Context: an optimization exercise on an open-source flow, tuned for small area. The choices shown serve that exercise and are no tape-out recipe.
Only simulation tests tie the RTL to the original design; equivalence was not proved.
The clock port is modelled as an ideal driver, which makes a skipped or thinned clock tree look cheaper than it is; a real chip needs a root buffer or a tree.
Power figures rest on the tool's default switching activity, not on a simulated workload.

// l1_trigger_top
module l1_trigger_top (
    input  logic        aclk,
    input  logic        rst_n_i,
    input  logic [19:0] samples_i,
    input  logic        s_axil_awvalid,
    input  logic [7:0]  s_axil_awaddr,
    input  logic        s_axil_wvalid,
    input  logic [31:0] s_axil_wdata,
    input  logic [3:0]  s_axil_wstrb,
    input  logic        s_axil_bready,
    input  logic        s_axil_arvalid,
    input  logic [7:0]  s_axil_araddr,
    input  logic        s_axil_rready,
    output logic        s_axil_awready,
    output logic        s_axil_wready,
    output logic        s_axil_bvalid,
    output logic [1:0]  s_axil_bresp,
    output logic        s_axil_arready,
    output logic        s_axil_rvalid,
    output logic [31:0] s_axil_rdata,
    output logic [1:0]  s_axil_rresp,
    output logic [1:0]  trigger_o
);
    localparam int NUM_BEAMS = l1_trig_pkg::NUM_BEAMS;
    localparam int BSUM_W    = l1_trig_pkg::BSUM_W;
    localparam int CNT_W     = l1_trig_pkg::CNT_W;
    localparam int ROOT_W    = l1_trig_pkg::ROOT_W;
    logic [NUM_BEAMS*ROOT_W-1:0]  root_use;
    logic                         rate_start;
    logic [NUM_BEAMS*CNT_W-1:0]   counts;
    logic                         count_done;
    logic [NUM_BEAMS*BSUM_W-1:0]  beam_sums;
    logic [NUM_BEAMS-1:0]         raw_trig;
    l1_trigger_regs l1_trigger_regs_inst (
        .aclk         (aclk),
        .rst_n_i      (rst_n_i),
  ...
For scale: roughly 150 flip-flops, ~0.0081 mm^2 of cells after synthesis.
Settings: LEC_CHECK=0, CAP_MARGIN=20, CORE_MARGIN=2, CORE_UTILIZATION=70, CTS_BUF_LIST=sky130_fd_sc_hd__clkbuf_2 sky130_fd_sc_hd__clkbuf_4, CTS_CLUSTER_DIAMETER=100, CTS_CLUSTER_SIZE=30, PLACE_DENSITY=0.8, SLEW_MARGIN=20; clock period 5.0 ns.
run.sh (not shown) runs the stock make flow with config.mk's settings and CLKGATE_MAP_FILE= SYNTH_SCRIPT=/design/flow/synth_recipe.tcl, a recipe that flattens the netlist after the stock synthesis.
The first run passed the timing, design-rule and antenna checks.
Rerun with:
- CORE_UTILIZATION: 70 -> 40
- CTS_BUF_LIST: sky130_fd_sc_hd__clkbuf_2 sky130_fd_sc_hd__clkbuf_4 -> not set
- CTS_CLUSTER_DIAMETER: 100 -> not set
- CTS_CLUSTER_SIZE: 30 -> not set
- PLACE_DENSITY: 0.8 -> not set
=>
- worst setup slack gains 0.038 ns
- die area rises by 72%
- total power grows by 12%
- sequential power barely changes
- final area rises by 5.5%
Rerun with:
- CORE_UTILIZATION: 40 -> 70
- CTS_BUF_LIST: not set -> sky130_fd_sc_hd__clkbuf_4
- PLACE_DENSITY: not set -> 0.8
What happened: Global-route usage grows by 13 points. Final cell count shrinks by about 10%. Setup slack degrades by 0.038 ns.

* * *

l1_trigger_top, a different RTL version from the one above (not shown whole).
For scale: ~120 I/O pins, ~7100 um^2 of cells after synthesis.
export LEC_CHECK = 0
export CAP_MARGIN = 20
export CORE_MARGIN = 2
export CORE_UTILIZATION = 80
export PLACE_DENSITY = 0.88
export SLEW_MARGIN = 20
create_clock -name core_clock -period 5.0 [get_ports {aclk}]
standard.sh (not shown) runs the stock make flow with config.mk's settings and CLKGATE_MAP_FILE= SYNTH_SCRIPT=/design/flow/synth_recipe.tcl, a recipe that flattens the netlist after the stock synthesis.
==> flow/flow/run.sh <==
#!/bin/bash
# The standard synthesis and layout (standard.sh), with these changes:
#  - the port buffers are buf_1 cells instead of the resizer's default pick,
#  - the clock tree is built by mytree.tcl in place of clock_tree_synthesis:
#    the clock port drives one clkbuf_8, which drives clkbuf_8 leaves, each
#    leaf driving one cluster of about 18 neighbouring flip-flops,
#  - one tie cell drives all constant outputs (no tie fanout repair),
#  - the buffers ABC adds in synthesis are removed at floorplan (the
#    resizer's repair buffers again where it needs to),
#  - after the standard synthesis, invopt.py removes the inverter pairs that
#    Yosys's full-adder extraction leaves around the adders. Registers are
#    untouched; the result is checked against the synthesized netlist with a
#    combinational equivalence proof (flip-flops cut), and dropped if the
#    proof fails,
#  - then all logic but the registers, the full-adder cells and the tie cell
#    is mapped again by ABC for area (remap.ys.in, remap.abc: two rounds of
#    choice computation and area-oriented mapping), checked the same way.
# Each tool's output goes to its own log in this folder.
set -euo pipefail
export BUFFER_PORTS_ARGS="-buffer_cell sky130_fd_sc_hd__buf_1"
export REMOVE_ABC_BUFFERS=1
export SKIP_REPAIR_TIE_FANOUT=1
YOSYS="${YOSYS_EXE:-$FLOW_HOME/../tools/install/yosys/bin/yosys}"
R=orfs/results/${FLOW_PLATFORM}/l1_trigger_top/base

bash standard.sh synth > synth.log 2>&1

cp "$R/1_2_yosys.v" synth_netlist.v
LIB="$FLOW_HOME/platforms/sky130hd/lib/sky130_fd_sc_hd__tt_025C_1v80.lib"

# Combinational equivalence of a netlist with the synthesized one (flip-flops
# cut into ports); 0 when proven
equiv() {
  python3 flow/cut_ffs.py synth_netlist.v eq_a.v >> "$2" 2>&1 &&
  python3 flow/cut_ffs.py "$1" eq_b.v >> "$2" 2>&1 || return 1
  cat > eq.ys <<EOT
read_liberty -ignore_miss_func $LIB
read_verilog eq_a.v
rename $FLOW_TOP gold
read_verilog eq_b.v
rename $FLOW_TOP gate
proc
flatten
miter -equiv -flatten -make_assert gold gate miter
hierarchy -top miter
sat -verify -prove-asserts miter
EOT
  "$YOSYS" -s eq.ys >> "$2" 2>&1
}

best=synth_netlist.v
# 1. inverter clean-up around the full adders
if python3 flow/invopt.py synth_netlist.v invopt.v > invopt.log 2>&1 &&
   equiv invopt.v invopt.log; then
  echo "invopt netlist proven equivalent; using it" >> invopt.log
  best=invopt.v
else
  echo "invopt not used" >> invopt.log
fi
# 2. area-oriented remap of the logic around the registers and full adders
DONTUSE=$(grep -o 'cell *( *"sky130_fd_sc_hd__\(lpflow\|probe\)[a-z0-9_]*' "$LIB" | sed 's/.*"/-dont_use /' | tr '\n' ' ')
sed -e "s#@LIB@#$LIB#g" -e "s#@IN@#$best#" -e "s#@TOP@#$FLOW_TOP#" \
    -e "s#@SCRIPT@#$PWD/flow/remap.abc#" -e "s#@DONTUSE@#$DONTUSE#" -e "s#@OUT@#remap.v#" \
    flow/remap.ys.in > remap.ys
if "$YOSYS" -s remap.ys > remap.log 2>&1 && equiv remap.v remap.log; then
  echo "remap netlist proven equivalent; using it" >> remap.log
  best=remap.v
else
  echo "remap not used" >> remap.log
fi
if [[ "$best" != synth_netlist.v ]]; then
  cp "$best" "$R/1_2_yosys.v"
  rm -f "$R/1_synth.odb" "$R/1_synth.sdc"
fi

# Layout: ORFS's scripts, with cts.tcl's clock_tree_synthesis call replaced
rm -rf myscripts
cp -r "$FLOW_HOME/scripts" myscripts
python3 - <<'PY'
p = "myscripts/cts.tcl"
s = open(p).read()
old = "log_cmd clock_tree_synthesis {*}$cts_args"
assert s.count(old) == 1
s = s.replace(old, "source $::env(MYTREE_TCL)\n"
              "mytree_build sky130_fd_sc_hd__clkbuf_8 sky130_fd_sc_hd__clkbuf_8 18\n"
              "set_propagated_clock [all_clocks]")
open(p, "w").write(s)
PY
export MYTREE_TCL="$PWD/flow/mytree.tcl"
SCRIPTS_DIR="$PWD/myscripts" bash standard.sh > flow.log 2>&1
==> flow/flow/remap.abc <==
&get -n
&st
&dch -f
&nf -a
&put
&get -n
&st
&dch -f
&nf -a
&put
==> flow/flow/remap.ys.in <==
read_liberty -ignore_miss_func @LIB@
read_verilog @IN@
hierarchy -top @TOP@
blackbox sky130_fd_sc_hd__dfxtp_1 sky130_fd_sc_hd__edfxtp_1 sky130_fd_sc_hd__fa_1 sky130_fd_sc_hd__conb_1
flatten
opt -fast
abc -liberty @LIB@ -script @SCRIPT@ @DONTUSE@
opt_clean -purge
splitnets
opt_clean -purge
insbuf -buf sky130_fd_sc_hd__buf_4 A X
opt_clean -purge
tee -o remap_stat.txt stat -liberty @LIB@
write_verilog -noexpr -nohex -nodec -noattr @OUT@
Other scripts of this flow, unchanged in this note and not shown: flow/flow/cut_ffs.py, flow/flow/invopt.py, flow/flow/mytree.tcl
==> next run, changes <==
--- a/flow/flow/run.sh
+++ b/flow/flow/run.sh
@@ -5,3 +5,3 @@
 #    the clock port drives one clkbuf_8, which drives clkbuf_8 leaves, each
-#    leaf driving one cluster of about 18 neighbouring flip-flops,
+#    leaf driving one cluster of about 15 neighbouring flip-flops,
 #  - one tie cell drives all constant outputs (no tie fanout repair),
@@ -14,5 +14,4 @@
 #    proof fails,
-#  - then all logic but the registers, the full-adder cells and the tie cell
-#    is mapped again by ABC for area (remap.ys.in, remap.abc: two rounds of
-#    choice computation and area-oriented mapping), checked the same way.
+#  - then the logic between registers and adder cells is mapped again by
+#    ABC for area (remap.ys.in, remap.abc), checked the same way.
 # Each tool's output goes to its own log in this folder.
@@ -59,3 +58,3 @@
 fi
-# 2. area-oriented remap of the logic around the registers and full adders
+# 2. area-oriented remap of the logic between the registers and adder cells
 DONTUSE=$(grep -o 'cell *( *"sky130_fd_sc_hd__\(lpflow\|probe\)[a-z0-9_]*' "$LIB" | sed 's/.*"/-dont_use /' | tr '\n' ' ')
@@ -84,3 +83,3 @@
 s = s.replace(old, "source $::env(MYTREE_TCL)\n"
-              "mytree_build sky130_fd_sc_hd__clkbuf_8 sky130_fd_sc_hd__clkbuf_8 18\n"
+              "mytree_build sky130_fd_sc_hd__clkbuf_8 sky130_fd_sc_hd__clkbuf_8 15\n"
               "set_propagated_clock [all_clocks]")
==> flow/flow/remap.abc (replaced) <==
&get -n
&st
&dch -f
&nf -a
&put
Result:
- routed wire length went up by about 7%
- setup slack got worse by 53 ps
- power went up by about 13%
==> next run, changes <==
--- a/flow/flow/run.sh
+++ b/flow/flow/run.sh
@@ -14,4 +14,5 @@
 #    proof fails,
-#  - then the logic between registers and adder cells is mapped again by
-#    ABC for area (remap.ys.in, remap.abc), checked the same way.
+#  - then all logic but the registers, the full-adder cells and the tie cell
+#    is mapped again by ABC for area (remap.ys.in, remap.abc: two rounds of
+#    choice computation and area-oriented mapping), checked the same way.
 # Each tool's output goes to its own log in this folder.
@@ -58,3 +59,3 @@
 fi
-# 2. area-oriented remap of the logic between the registers and adder cells
+# 2. area-oriented remap of the logic around the registers and full adders
 DONTUSE=$(grep -o 'cell *( *"sky130_fd_sc_hd__\(lpflow\|probe\)[a-z0-9_]*' "$LIB" | sed 's/.*"/-dont_use /' | tr '\n' ' ')
==> flow/flow/remap.abc (replaced) <==
&get -n
&st
&dch -f
&nf -a
&put
&get -n
&st
&dch -f
&nf -a
&put
CORE_UTILIZATION = 86   (was 80)
PLACE_DENSITY = 0.92   (was 0.88)
Result: The new run completed without violations. Maximum frequency goes down by 2.4%. Wire length went up by 27%. Core utilization rises by 5.7 points. Combinational power decreases by 15%. Setup slack is worse by 120 ps. Via count came out higher by 9.6%. Synthesized area shrinks by 0.63%. Cell count hardly moves. Total power is lower by 6.7%. Worst hold slack improved by 14 ps. Register-to-register slack gets worse by 120 ps.
==> next run, changes <==
--- a/flow/flow/run.sh
+++ b/flow/flow/run.sh
@@ -14,5 +14,4 @@
 #    proof fails,
-#  - then all logic but the registers, the full-adder cells and the tie cell
-#    is mapped again by ABC for area (remap.ys.in, remap.abc: two rounds of
-#    choice computation and area-oriented mapping), checked the same way.
+#  - then the logic between registers and adder cells is mapped again by
+#    ABC for area (remap.ys.in, remap.abc), checked the same way.
 # Each tool's output goes to its own log in this folder.
@@ -59,3 +58,3 @@
 fi
-# 2. area-oriented remap of the logic around the registers and full adders
+# 2. area-oriented remap of the logic between the registers and adder cells
 DONTUSE=$(grep -o 'cell *( *"sky130_fd_sc_hd__\(lpflow\|probe\)[a-z0-9_]*' "$LIB" | sed 's/.*"/-dont_use /' | tr '\n' ' ')
==> flow/flow/remap.abc (replaced) <==
&get -n
&st
&dch -f
&nf -a
&put
--- a/flow/flow/remap.ys.in
+++ b/flow/flow/remap.ys.in
@@ -3,3 +3,3 @@
 hierarchy -top @TOP@
-blackbox sky130_fd_sc_hd__dfxtp_1 sky130_fd_sc_hd__edfxtp_1 sky130_fd_sc_hd__fa_1 sky130_fd_sc_hd__conb_1
+blackbox sky130_fd_sc_hd__dfxtp_1 sky130_fd_sc_hd__edfxtp_1 sky130_fd_sc_hd__fa_1 sky130_fd_sc_hd__ha_1 sky130_fd_sc_hd__conb_1
 flatten
CORE_UTILIZATION = 80   (was 86)
PLACE_DENSITY = 0.88   (was 0.92)
Setup slack gains 150 ps.
Area after synthesis rose by 3.0%.
Global-route usage decreases by 12 points.
Routed wire length decreases by 23%.
Fmax is higher by 3.2%.
Cell area goes up by 3.0%.
Sequential share of layout area goes down by 1.4 points.
Register-to-register slack improved by 150 ps.
Clock skew rises by 18 ps.
In every run of this note, the design's own scripts or RTL, not TritonCTS, make the clock network.

* * *

Starting RTL as in the previous note.
==> flow/config.mk <==
export PLATFORM = sky130hd
export DESIGN_NAME = l1_trigger_top
export DESIGN_NICKNAME = l1_trigger_top
export VERILOG_FILES = /design/flow/design.v
export SDC_FILE = /design/flow/constraint.sdc
export NUM_CORES = 4
export LEC_CHECK = 0
export CAP_MARGIN = 20
export CORE_MARGIN = 2
export CORE_UTILIZATION = 80
export PLACE_DENSITY = 0.88
export SLEW_MARGIN = 20
==> flow/constraint.sdc <==
create_clock -name core_clock -period 5.0 [get_ports {aclk}]
set_input_delay 1.0000 -clock core_clock [delete_from_list [all_inputs] [get_ports {aclk}]]
set_output_delay 1.0000 -clock core_clock [all_outputs]
set_load 0.01 [all_outputs]
==> flow/flow/run.sh <==
#!/bin/bash
# The standard synthesis and layout (standard.sh), with these changes:
#  - the port buffers are buf_1 cells instead of the resizer's default pick,
#  - the clock tree is built by mytree.tcl in place of clock_tree_synthesis:
#    the clock port drives one clkbuf_8, which drives clkbuf_8 leaves, each
#    leaf driving one cluster of about 15 neighbouring flip-flops,
#  - one tie cell drives all constant outputs (no tie fanout repair),
#  - the buffers ABC adds in synthesis are removed at floorplan (the
#    resizer's repair buffers again where it needs to),
#  - after the standard synthesis, invopt.py removes the inverter pairs that
#    Yosys's full-adder extraction leaves around the adders. Registers are
#    untouched; the result is checked against the synthesized netlist with a
#    combinational equivalence proof (flip-flops cut), and dropped if the
#    proof fails,
#  - then all logic but the registers, the full-adder cells and the tie cell
#    is mapped again by ABC for area (remap.ys.in, remap.abc: two rounds of
#    choice computation and area-oriented mapping), checked the same way.
# Each tool's output goes to its own log in this folder.
set -euo pipefail
export BUFFER_PORTS_ARGS="-buffer_cell sky130_fd_sc_hd__buf_1"
export REMOVE_ABC_BUFFERS=1
export SKIP_REPAIR_TIE_FANOUT=1
YOSYS="${YOSYS_EXE:-$FLOW_HOME/../tools/install/yosys/bin/yosys}"
R=orfs/results/${FLOW_PLATFORM}/l1_trigger_top/base

bash standard.sh synth > synth.log 2>&1

cp "$R/1_2_yosys.v" synth_netlist.v
LIB="$FLOW_HOME/platforms/sky130hd/lib/sky130_fd_sc_hd__tt_025C_1v80.lib"

# Combinational equivalence of a netlist with the synthesized one (flip-flops
# cut into ports); 0 when proven
equiv() {
  python3 flow/cut_ffs.py synth_netlist.v eq_a.v >> "$2" 2>&1 &&
  python3 flow/cut_ffs.py "$1" eq_b.v >> "$2" 2>&1 || return 1
  cat > eq.ys <<EOT
read_liberty -ignore_miss_func $LIB
read_verilog eq_a.v
rename $FLOW_TOP gold
read_verilog eq_b.v
rename $FLOW_TOP gate
proc
flatten
miter -equiv -flatten -make_assert gold gate miter
hierarchy -top miter
sat -verify -prove-asserts miter
EOT
  "$YOSYS" -s eq.ys >> "$2" 2>&1
}

best=synth_netlist.v
# 1. inverter clean-up around the full adders
if python3 flow/invopt.py synth_netlist.v invopt.v > invopt.log 2>&1 &&
   equiv invopt.v invopt.log; then
  echo "invopt netlist proven equivalent; using it" >> invopt.log
  best=invopt.v
else
  echo "invopt not used" >> invopt.log
fi
# 2. area-oriented remap of the logic around the registers and full adders
DONTUSE=$(grep -o 'cell *( *"sky130_fd_sc_hd__\(lpflow\|probe\)[a-z0-9_]*' "$LIB" | sed 's/.*"/-dont_use /' | tr '\n' ' ')
sed -e "s#@LIB@#$LIB#g" -e "s#@IN@#$best#" -e "s#@TOP@#$FLOW_TOP#" \
    -e "s#@SCRIPT@#$PWD/flow/remap.abc#" -e "s#@DONTUSE@#$DONTUSE#" -e "s#@OUT@#remap.v#" \
    flow/remap.ys.in > remap.ys
if "$YOSYS" -s remap.ys > remap.log 2>&1 && equiv remap.v remap.log; then
  echo "remap netlist proven equivalent; using it" >> remap.log
  best=remap.v
else
  echo "remap not used" >> remap.log
fi
if [[ "$best" != synth_netlist.v ]]; then
  cp "$best" "$R/1_2_yosys.v"
  rm -f "$R/1_synth.odb" "$R/1_synth.sdc"
fi

# Layout: ORFS's scripts, with cts.tcl's clock_tree_synthesis call replaced
rm -rf myscripts
cp -r "$FLOW_HOME/scripts" myscripts
python3 - <<'PY'
p = "myscripts/cts.tcl"
s = open(p).read()
old = "log_cmd clock_tree_synthesis {*}$cts_args"
assert s.count(old) == 1
s = s.replace(old, "source $::env(MYTREE_TCL)\n"
              "mytree_build sky130_fd_sc_hd__clkbuf_8 sky130_fd_sc_hd__clkbuf_8 15\n"
              "set_propagated_clock [all_clocks]")
open(p, "w").write(s)
PY
export MYTREE_TCL="$PWD/flow/mytree.tcl"
SCRIPTS_DIR="$PWD/myscripts" bash standard.sh > flow.log 2>&1
Other scripts of this flow, unchanged in this note and not shown: flow/flow/cut_ffs.py, flow/flow/invopt.py, flow/flow/mytree.tcl, flow/flow/remap.abc, flow/flow/remap.ys.in
The starting point finished clean.
Rerun with:
--- a/flow/flow/run.sh
+++ b/flow/flow/run.sh
@@ -6 +6 @@
-#    leaf driving one cluster of about 15 neighbouring flip-flops,
+#    leaf driving one cluster of about 18 neighbouring flip-flops,
@@ -85 +85 @@
-              "mytree_build sky130_fd_sc_hd__clkbuf_8 sky130_fd_sc_hd__clkbuf_8 15\n"
+              "mytree_build sky130_fd_sc_hd__clkbuf_8 sky130_fd_sc_hd__clkbuf_8 18\n"
- GPL_TIMING_DRIVEN: not set -> 0
The changed run finished clean.
Power fell by 3.2%.
Via count goes down by 2.9%.
Synthesized cell count is unchanged.
Setup slack gets worse by 14 ps.
In every run of this note, the design's own scripts or RTL, not TritonCTS, make the clock network.

static timing again, ports no longer ideal:
In the flow no input, the clock included, has a driving cell. The finished layouts below were timed again as built, in two steps. Step 1: set_driving_cell puts a clkbuf_16 on aclk and a buf_2 on each other input, an assumption about the parent block. Step 2 adds t to the input delays and takes it off the output delays; t is the mean of the earliest and latest rising clock arrival at the registers after step 1. Input paths then give back, and output paths get back, about the clock's delay inside the block. a / b / c = no drivers / after step 1 / after step 2; a / b = the first two.
| run | shift t [ns] | setup slack, ns | worst setup path at the end | slew at the worst register clock pin (ns) | pins driven straight from the clock port |
|---|---|---|---|---|---|
| the first run of note 1 | 0.603 | 0.365 / 0.365 / -0.143 | input to register | 0.12 / 0.12 | 1 |
| the second run of note 1 | 0.464 | 0.403 / 0.408 / -0.044 | input to register | 0.06 / 0.06 | 1 |
| the third run of note 1 | 0.603 | 0.365 / 0.365 / -0.143 | input to register | 0.12 / 0.12 | 1 |
| the first run of note 2 | 0.433 | 0.292 / 0.292 / 0.292 | register to register | 0.11 / 0.11 | 1 |
| the second run of note 2 | 0.446 | 0.239 / 0.239 / 0.239 | register to register | 0.10 / 0.10 | 1 |
| the third run of note 2 | 0.462 | 0.121 / 0.121 / 0.035 | input to register | 0.10 / 0.10 | 1 |
| the fourth run of note 2 | 0.439 | 0.272 / 0.272 / 0.272 | register to register | 0.09 / 0.09 | 1 |
| the first run of note 3 | 0.462 | 0.260 / 0.260 / 0.260 | register to register | 0.10 / 0.10 | 1 |
| the second run of note 3 | 0.432 | 0.246 / 0.246 / -0.010 | input to register | 0.11 / 0.11 | 1 |
With both steps, setup timing fails in the first run of note 1, the second run of note 1, the third run of note 1 and the second run of note 3, where it was met with ideal ports.
